This is an optimization exercise on Yosys and OpenROAD, whose aim is small area, a short achievable clock period and few clock cycles per item, not a production implementation.
Only simulation tests tie the RTL to the original design; equivalence was not proved.
Power and IR drop assume default switching activity.

==> job 3269: inputs <==
==> flow/design.v <==
package cprt_pkg;
  localparam int TABLE_DEPTH = 64;
  localparam int IDX_BITS    = $clog2(TABLE_DEPTH);
  localparam int ID_BITS     = 16;
  localparam int COUNT_BITS  = 8;
  localparam logic [IDX_BITS-1:0]   IDX_LAST  = IDX_BITS'(TABLE_DEPTH - 1);
  localparam logic [COUNT_BITS-1:0] COUNT_MAX = {COUNT_BITS{1'b1}};
  localparam logic [COUNT_BITS-1:0] COUNT_ONE = COUNT_BITS'(1);
  localparam logic [1:0] EV_NONE  = 2'd0;
  localparam logic [1:0] EV_BEGAN = 2'd1;
  localparam logic [1:0] EV_ENDED = 2'd2;
  localparam logic [1:0] EV_FULL  = 2'd3;
  typedef struct packed {
    logic [ID_BITS-1:0]    low_id;
    logic [ID_BITS-1:0]    high_id;
    logic [COUNT_BITS-1:0] count;
  } entry_t;
  typedef struct packed {
    logic load;      
  } cprt_cmd_t;
  typedef struct packed {
    logic unused;
  } cprt_sts_t;
endpackage
module cprt_ctrl
(
  input  logic      clk,
  input  logic      rst_n,
  input  logic      start,
  input  cprt_pkg::cprt_sts_t sts,
  output cprt_pkg::cprt_cmd_t cmd,
  output logic      busy
);
  assign cmd.load = start & rst_n;
  assign busy     = 1'b0;
endmodule
module cprt_dp
(
  input  logic                  clk,
  input  logic                  rst_n,
  input  cprt_pkg::cprt_cmd_t             cmd,
  output cprt_pkg::cprt_sts_t             sts,
  input  logic                  in_is_end,
  input  logic [cprt_pkg::ID_BITS-1:0]    in_body_a,
  input  logic [cprt_pkg::ID_BITS-1:0]    in_body_b,
  output logic                  out_strobe,
  output logic [1:0]            out_event_res,
  output logic [cprt_pkg::ID_BITS-1:0]    out_pair_low,
  output logic [cprt_pkg::ID_BITS-1:0]    out_pair_high,
  output logic [cprt_pkg::COUNT_BITS-1:0] out_live_count
);
  localparam int N  = cprt_pkg::TABLE_DEPTH;
  localparam int IB = cprt_pkg::ID_BITS;
  localparam int CB = cprt_pkg::COUNT_BITS;
  logic [IB-1:0] lo_m  [0:N-1];
  logic [IB-1:0] hi_m  [0:N-1];
  logic [CB-1:0] cnt_m [0:N-1];
  logic [N-1:0]  valid_r;
  logic          v2_r;
  logic          e2_r;
  logic [IB-1:0] lo2_r;
  logic [IB-1:0] hi2_r;
  logic          v3_r;
  logic          e3_r;
  logic [IB-1:0] lo3_r;
  logic [IB-1:0] hi3_r;
  logic [N-1:0]  m_r;
  logic          strobe_r;
  logic [1:0]    ev_r;
  logic [CB-1:0] live_r;
  logic [IB-1:0] out_lo_r;
  logic [IB-1:0] out_hi_r;
  logic [N-1:0]  hv;
  logic          same;
  logic [N-1:0]  first_free;
  logic          any_hit;
  logic          any_free;
  logic [CB-1:0] hit_cnt;
  logic [CB-1:0] new_cnt;
  logic          alloc;
  logic          freed;
  logic [N-1:0]  res_vec;
  logic [1:0]    ev_nxt;
  logic [CB-1:0] live_nxt;
  assign sts.unused = 1'b0;
  always_ff @(posedge clk) begin
    v2_r  <= cmd.load;
    e2_r  <= in_is_end;
    lo2_r <= (in_body_a < in_body_b) ? in_body_a : in_body_b;
    hi2_r <= (in_body_a < in_body_b) ? in_body_b : in_body_a;
  end
  always_comb begin
    for (int i = 0; i < N; i++) begin
      hv[i] = valid_r[i] && (lo_m[i] == lo2_r) && (hi_m[i] == hi2_r);
    end
  end
  assign same = v3_r && (lo2_r == lo3_r) && (hi2_r == hi3_r);
  always_ff @(posedge clk) begin
    v3_r  <= v2_r && rst_n;
    e3_r  <= e2_r;
    lo3_r <= lo2_r;
    hi3_r <= hi2_r;
    m_r   <= !v2_r ? '0 : same ? res_vec : hv;
  end
  assign any_hit = |m_r;
  always_comb begin
    logic seen;
    seen = 1'b0;
    for (int i = 0; i < N; i++) begin
      first_free[i] = !valid_r[i] && !seen;
      seen          = seen || !valid_r[i];
    end
    any_free = seen;
  end
  always_comb begin
    hit_cnt = '0;
    for (int i = 0; i < N; i++) begin
      hit_cnt = hit_cnt | ({CB{m_r[i]}} & cnt_m[i]);
    end
  end
  assign new_cnt = !e3_r ? ((hit_cnt == cprt_pkg::COUNT_MAX) ? hit_cnt : hit_cnt + cprt_pkg::COUNT_ONE)
                         : hit_cnt - cprt_pkg::COUNT_ONE;
  assign alloc = v3_r && !e3_r && !any_hit && any_free;
  assign freed = v3_r && e3_r && any_hit && (hit_cnt <= cprt_pkg::COUNT_ONE);
  assign res_vec = (m_r & {N{!freed}}) | (first_free & {N{alloc}});
  always_ff @(posedge clk) begin
    for (int i = 0; i < N; i++) begin
      if (first_free[i]) begin
        lo_m[i] <= lo3_r;
        hi_m[i] <= hi3_r;
      end
      if (first_free[i] || m_r[i]) begin
        cnt_m[i] <= new_cnt;
      end
    end
  end
  always_ff @(posedge clk) begin
    if (!rst_n) begin
      valid_r <= '0;
    end else begin
      valid_r <= (valid_r & ~(m_r & {N{freed}})) | (first_free & {N{alloc}});
    end
  end
  always_comb begin
    ev_nxt   = cprt_pkg::EV_NONE;
    live_nxt = new_cnt;
    if (!e3_r) begin
      if (!any_hit) begin
        if (any_free) begin
          ev_nxt = cprt_pkg::EV_BEGAN;
        end else begin
          ev_nxt   = cprt_pkg::EV_FULL;
          live_nxt = '0;
        end
      end
    end else begin
      if (!any_hit) begin
        live_nxt = '0;
      end else if (hit_cnt <= cprt_pkg::COUNT_ONE) begin
        ev_nxt = cprt_pkg::EV_ENDED;
      end
    end
  end
  always_ff @(posedge clk) begin
    if (!rst_n) begin
      strobe_r <= 1'b0;
    end else begin
      strobe_r <= v3_r;
    end
    ev_r     <= ev_nxt;
    live_r   <= live_nxt;
    out_lo_r <= lo3_r;
    out_hi_r <= hi3_r;
  end
  assign out_strobe     = strobe_r;
  assign out_event_res  = ev_r;
  assign out_pair_low   = out_lo_r;
  assign out_pair_high  = out_hi_r;
  assign out_live_count = live_r;
endmodule
module contact_pair_refcount_table
(
  input  logic                  clk,
  input  logic                  rst_n,
  input  logic                  start,
  output logic                  busy,
  input  logic                  in_is_end,
  input  logic [cprt_pkg::ID_BITS-1:0]    in_body_a,
  input  logic [cprt_pkg::ID_BITS-1:0]    in_body_b,
  output logic                  out_strobe,
  output logic [1:0]            out_event_res,
  output logic [cprt_pkg::ID_BITS-1:0]    out_pair_low,
  output logic [cprt_pkg::ID_BITS-1:0]    out_pair_high,
  output logic [cprt_pkg::COUNT_BITS-1:0] out_live_count
);
  cprt_pkg::cprt_cmd_t cmd;
  cprt_pkg::cprt_sts_t sts;
  cprt_ctrl u_ctrl (
    .clk   (clk),
    .rst_n (rst_n),
    .start (start),
    .sts   (sts),
    .cmd   (cmd),
    .busy  (busy)
  );
  cprt_dp u_dp (
    .clk            (clk),
    .rst_n          (rst_n),
    .cmd            (cmd),
    .sts            (sts),
    .in_is_end      (in_is_end),
    .in_body_a      (in_body_a),
    .in_body_b      (in_body_b),
    .out_strobe     (out_strobe),
    .out_event_res  (out_event_res),
    .out_pair_low   (out_pair_low),
    .out_pair_high  (out_pair_high),
    .out_live_count (out_live_count)
  );
endmodule
==> flow/run.sh <==
#!/bin/bash
# synth_recipe.tcl (not shown) runs the flow's synth.tcl, then flattens the netlist and writes it again
# the make line also repeats each setting of config.mk as NAME=value (left out here)
make -C /OpenROAD-flow-scripts/flow DESIGN_CONFIG=/design/flow/config.mk WORK_HOME=/design/flow/orfs CLKGATE_MAP_FILE= SYNTH_SCRIPT=/design/flow/synth_recipe.tcl finish
==> flow/config.mk <==
export PLATFORM = sky130hd
export DESIGN_NAME = contact_pair_refcount_table
export DESIGN_NICKNAME = contact_pair_refcount_table
export VERILOG_FILES = /design/flow/design.v
export SDC_FILE = /design/flow/constraint.sdc
export NUM_CORES = 4
export LEC_CHECK = 0
export CAP_MARGIN = 20
export CORE_MARGIN = 2
export CORE_UTILIZATION = 40
export SLEW_MARGIN = 20
==> flow/constraint.sdc <==
create_clock -name core_clock -period 5.0 [get_ports {clk}]
set_input_delay 1.0000 -clock core_clock [delete_from_list [all_inputs] [get_ports {clk}]]
set_output_delay 1.0000 -clock core_clock [all_outputs]
set_load 0.01 [all_outputs]
==> job 7764: changes against job 3269 <==
==> flow/design.v, changed modules only <==
module cprt_dp
(
  input  logic                  clk,
  input  logic                  rst_n,
  input  cprt_pkg::cprt_cmd_t             cmd,
  output cprt_pkg::cprt_sts_t             sts,
  input  logic                  in_is_end,
  input  logic [cprt_pkg::ID_BITS-1:0]    in_body_a,
  input  logic [cprt_pkg::ID_BITS-1:0]    in_body_b,
  output logic                  out_strobe,
  output logic [1:0]            out_event_res,
  output logic [cprt_pkg::ID_BITS-1:0]    out_pair_low,
  output logic [cprt_pkg::ID_BITS-1:0]    out_pair_high,
  output logic [cprt_pkg::COUNT_BITS-1:0] out_live_count
);
  localparam int N  = cprt_pkg::TABLE_DEPTH;
  localparam int IB = cprt_pkg::ID_BITS;
  localparam int CB = cprt_pkg::COUNT_BITS;
  logic [IB-1:0] lo_m  [0:N-1];
  logic [IB-1:0] hi_m  [0:N-1];
  logic [CB-1:0] cnt_m [0:N-1];
  logic [N-1:0]  valid_r;
  logic [N-1:0]  ff_r;         
  logic          nfull_r;      
  logic          v0_r;
  logic          e0_r;
  logic [IB-1:0] a0_r;
  logic [IB-1:0] b0_r;
  logic          lt0_r;        
  logic          va1_r;
  logic          ea1_r;
  logic [IB-1:0] loa1_r;
  logic [IB-1:0] hia1_r;
  logic          va_r;
  logic          ea_r;
  logic [IB-1:0] loa_r;
  logic [IB-1:0] hia_r;
  logic [N-1:0]  pml_r;        
  logic [N-1:0]  pmh_r;        
  logic          vb_r;
  logic          eb_r;
  logic [IB-1:0] lob_r;
  logic [IB-1:0] hib_r;
  logic [N-1:0]  mb_r;
  logic          same_bc_r;    
  logic          vc_r;
  logic          ec_r;
  logic [IB-1:0] loc_r;
  logic [IB-1:0] hic_r;
  logic [N-1:0]  mc_r;
  logic          hc_r;         
  logic [CB-1:0] cc_r;         
  logic          le1_r;        
  logic          strobe_r;
  logic [1:0]    ev_r;
  logic [CB-1:0] live_r;
  logic [IB-1:0] out_lo_r;
  logic [IB-1:0] out_hi_r;
  logic [N-1:0]  pml;
  logic [N-1:0]  pmh;
  logic [N-1:0]  hv;
  logic          same_ac;
  logic [CB-1:0] rd_cnt;
  logic [N-1:0]  ff_alloc;
  logic [N-1:0]  ff_freed;
  logic          any_alloc;    
  logic          any_free;
  logic [CB-1:0] new_cnt;
  logic          alloc;
  logic          freed;
  logic [N-1:0]  res_vec;
  logic          res_hit;
  logic [CB-1:0] res_cnt;
  logic          res_le1;
  logic [1:0]    ev_nxt;
  logic [CB-1:0] live_nxt;
  assign sts.unused = 1'b0;
  always_ff @(posedge clk) begin
    v0_r   <= cmd.load;
    e0_r   <= in_is_end;
    a0_r   <= in_body_a;
    b0_r   <= in_body_b;
    lt0_r  <= in_body_a < in_body_b;
    va1_r  <= v0_r && rst_n;
    ea1_r  <= e0_r;
    loa1_r <= lt0_r ? a0_r : b0_r;
    hia1_r <= lt0_r ? b0_r : a0_r;
  end
  always_comb begin
    for (int i = 0; i < N; i++) begin
      pml[i] = ff_r[i] ? (loc_r == loa1_r) : (lo_m[i] == loa1_r);
      pmh[i] = ff_r[i] ? (hic_r == hia1_r) : (hi_m[i] == hia1_r);
    end
  end
  always_ff @(posedge clk) begin
    va_r  <= va1_r && rst_n;
    ea_r  <= ea1_r;
    loa_r <= loa1_r;
    hia_r <= hia1_r;
    pml_r <= pml;
    pmh_r <= pmh;
  end
  assign hv = valid_r & pml_r & pmh_r;
  assign same_ac = vc_r && (loa_r == loc_r) && (hia_r == hic_r);
  always_ff @(posedge clk) begin
    vb_r      <= va_r && rst_n;
    eb_r      <= ea_r;
    lob_r     <= loa_r;
    hib_r     <= hia_r;
    mb_r      <= !va_r ? '0 : same_ac ? res_vec : hv;
    same_bc_r <= va_r && vb_r && (loa_r == lob_r) && (hia_r == hib_r);
  end
  always_comb begin
    rd_cnt = '0;
    for (int i = 0; i < N; i++) begin
      rd_cnt = rd_cnt | ({CB{mb_r[i]}} & cnt_m[i]);
    end
  end
  always_ff @(posedge clk) begin
    vc_r  <= vb_r && rst_n;
    ec_r  <= eb_r;
    loc_r <= lob_r;
    hic_r <= hib_r;
    if (same_bc_r) begin
      mc_r  <= res_vec;
      hc_r  <= res_hit;
      cc_r  <= res_cnt;
      le1_r <= res_le1;
    end else begin
      mc_r  <= mb_r;
      hc_r  <= |mb_r;
      cc_r  <= rd_cnt;
      le1_r <= (rd_cnt <= cprt_pkg::COUNT_ONE);
    end
  end
  always_comb begin
    logic [N-1:0] cand_a, cand_f, pre_a, pre_f;
    cand_a = ~valid_r & ~ff_r;
    cand_f = ff_r | mc_r;
    pre_a = cand_a;
    pre_f = cand_f;
    for (int d = 1; d < N; d = d * 2) begin
      pre_a = pre_a | (pre_a << d);
      pre_f = pre_f | (pre_f << d);
    end
    ff_alloc  = cand_a & ~(pre_a << 1);
    ff_freed  = cand_f & ~(pre_f << 1);
    any_alloc = pre_a[N-1];
  end
  assign any_free = nfull_r;
  assign new_cnt = !ec_r ? ((cc_r == cprt_pkg::COUNT_MAX) ? cc_r : cc_r + cprt_pkg::COUNT_ONE)
                         : cc_r - cprt_pkg::COUNT_ONE;
  assign alloc = vc_r && !ec_r && !hc_r && any_free;
  assign freed = vc_r && ec_r && hc_r && le1_r;
  assign res_vec = (mc_r & {N{!freed}}) | (ff_r & {N{alloc}});
  assign res_hit = (hc_r && !freed) || alloc;
  assign res_cnt = res_hit ? new_cnt : '0;
  assign res_le1 = !res_hit || (!ec_r ? (cc_r == '0) : (cc_r == 8'd1 || cc_r == 8'd2));
  always_ff @(posedge clk) begin
    for (int i = 0; i < N; i++) begin
      if (ff_r[i]) begin
        lo_m[i] <= loc_r;
        hi_m[i] <= hic_r;
      end
      if (ff_r[i] || mc_r[i]) begin
        cnt_m[i] <= new_cnt;
      end
    end
  end
  always_ff @(posedge clk) begin
    if (!rst_n) begin
      valid_r <= '0;
      ff_r    <= N'(1);
      nfull_r <= 1'b1;
    end else begin
      valid_r <= (valid_r & ~(mc_r & {N{freed}})) | (ff_r & {N{alloc}});
      if (alloc) begin
        ff_r    <= ff_alloc;
        nfull_r <= any_alloc;
      end else if (freed) begin
        ff_r    <= ff_freed;
        nfull_r <= 1'b1;
      end
    end
  end
  always_comb begin
    ev_nxt   = cprt_pkg::EV_NONE;
    live_nxt = new_cnt;
    if (!ec_r) begin
      if (!hc_r) begin
        if (any_free) begin
          ev_nxt = cprt_pkg::EV_BEGAN;
        end else begin
          ev_nxt   = cprt_pkg::EV_FULL;
          live_nxt = '0;
        end
      end
    end else begin
      if (!hc_r) begin
        live_nxt = '0;
      end else if (le1_r) begin
        ev_nxt = cprt_pkg::EV_ENDED;
      end
    end
  end
  always_ff @(posedge clk) begin
    if (!rst_n) begin
      strobe_r <= 1'b0;
    end else begin
      strobe_r <= vc_r;
    end
    ev_r     <= ev_nxt;
    live_r   <= live_nxt;
    out_lo_r <= loc_r;
    out_hi_r <= hic_r;
  end
  assign out_strobe     = strobe_r;
  assign out_event_res  = ev_r;
  assign out_pair_low   = out_lo_r;
  assign out_pair_high  = out_hi_r;
  assign out_live_count = live_r;
endmodule
- CORE_UTILIZATION: 40 -> 45
- CTS_CLUSTER_DIAMETER: default -> 90
- CTS_CLUSTER_SIZE: default -> 24
- SETUP_SLACK_MARGIN: default -> 2.35
==> summary of the runs <==
Between job 7764 and job 3269, the lower critical path depth is in job 7764 (gap 5).
Of job 7764 and job 3269, job 3269 has the higher clock power (gap about 33%, measured against job 3269).
Of job 7764 and job 3269, job 7764 has the higher maximum frequency (gap about 70%, measured against job 3269).
Against job 3269, the sequential power of job 7764 is higher by 10%.
Between job 3269 and job 7764, the lower via count is in job 3269 (gap about 9%, measured against job 7764).
Final cell count: job 7764 is higher than job 3269 (7.5%).
Core utilization: job 7764 is higher than job 3269 (3.8 points).
Of job 3269 and job 7764, job 3269 has the higher worst hold slack (gap 0.00071 ns).
Of job 3269 and job 7764, job 7764 has the higher register-to-register slack (gap 1.9 ns).
In job 3269 the non-clock buffer count is higher than in job 7764, by 11.
Job 7764 passed the timing, DRC and antenna checks. Job 3269 completed with no timing, DRC or antenna violations.
In job 7764 the power is lower than in job 3269, by about 10%.
Testbench counts of job 3269, summed over its fixed seeds: cycles 4,024, items 4,000.
Testbench counts of job 7764, summed over its fixed seeds: cycles 4,048, items 4,000.

==> port drivers added, routing unchanged <==
The results above use ideal ports. As a check the final layouts listed here were re-extracted and re-timed, cells and wires unchanged. Step 1: set_driving_cell puts a clkbuf_16 on clk and a buf_2 on each other input, an assumption about the parent block. Step 2 times the ports against the registers' clock, not the clock port: input delays grow and output delays shrink by t, the midpoint of the rising clock arrivals with the driver on. Three values: ideal, step 1, step 2; two values: the first two.
run | t, ns | slack for setup (ns) | worst setup path at the end | slew at the worst register clock pin (ns) | worst data-port slew with drivers (ns)
job 3269 | 1.000 | 0.356 / 0.356 / 0.356 | register to register | 0.07 / 0.07 | 0.04
job 7764 | 0.980 | 2.259 / 2.259 / 2.065 | input to register | 0.11 / 0.11 | 0.04
After both steps setup and hold are still met in every run listed. The setup slack of job 7764, which loses most, moves by 0.000 ns with the drivers and by -0.194 ns with both steps.
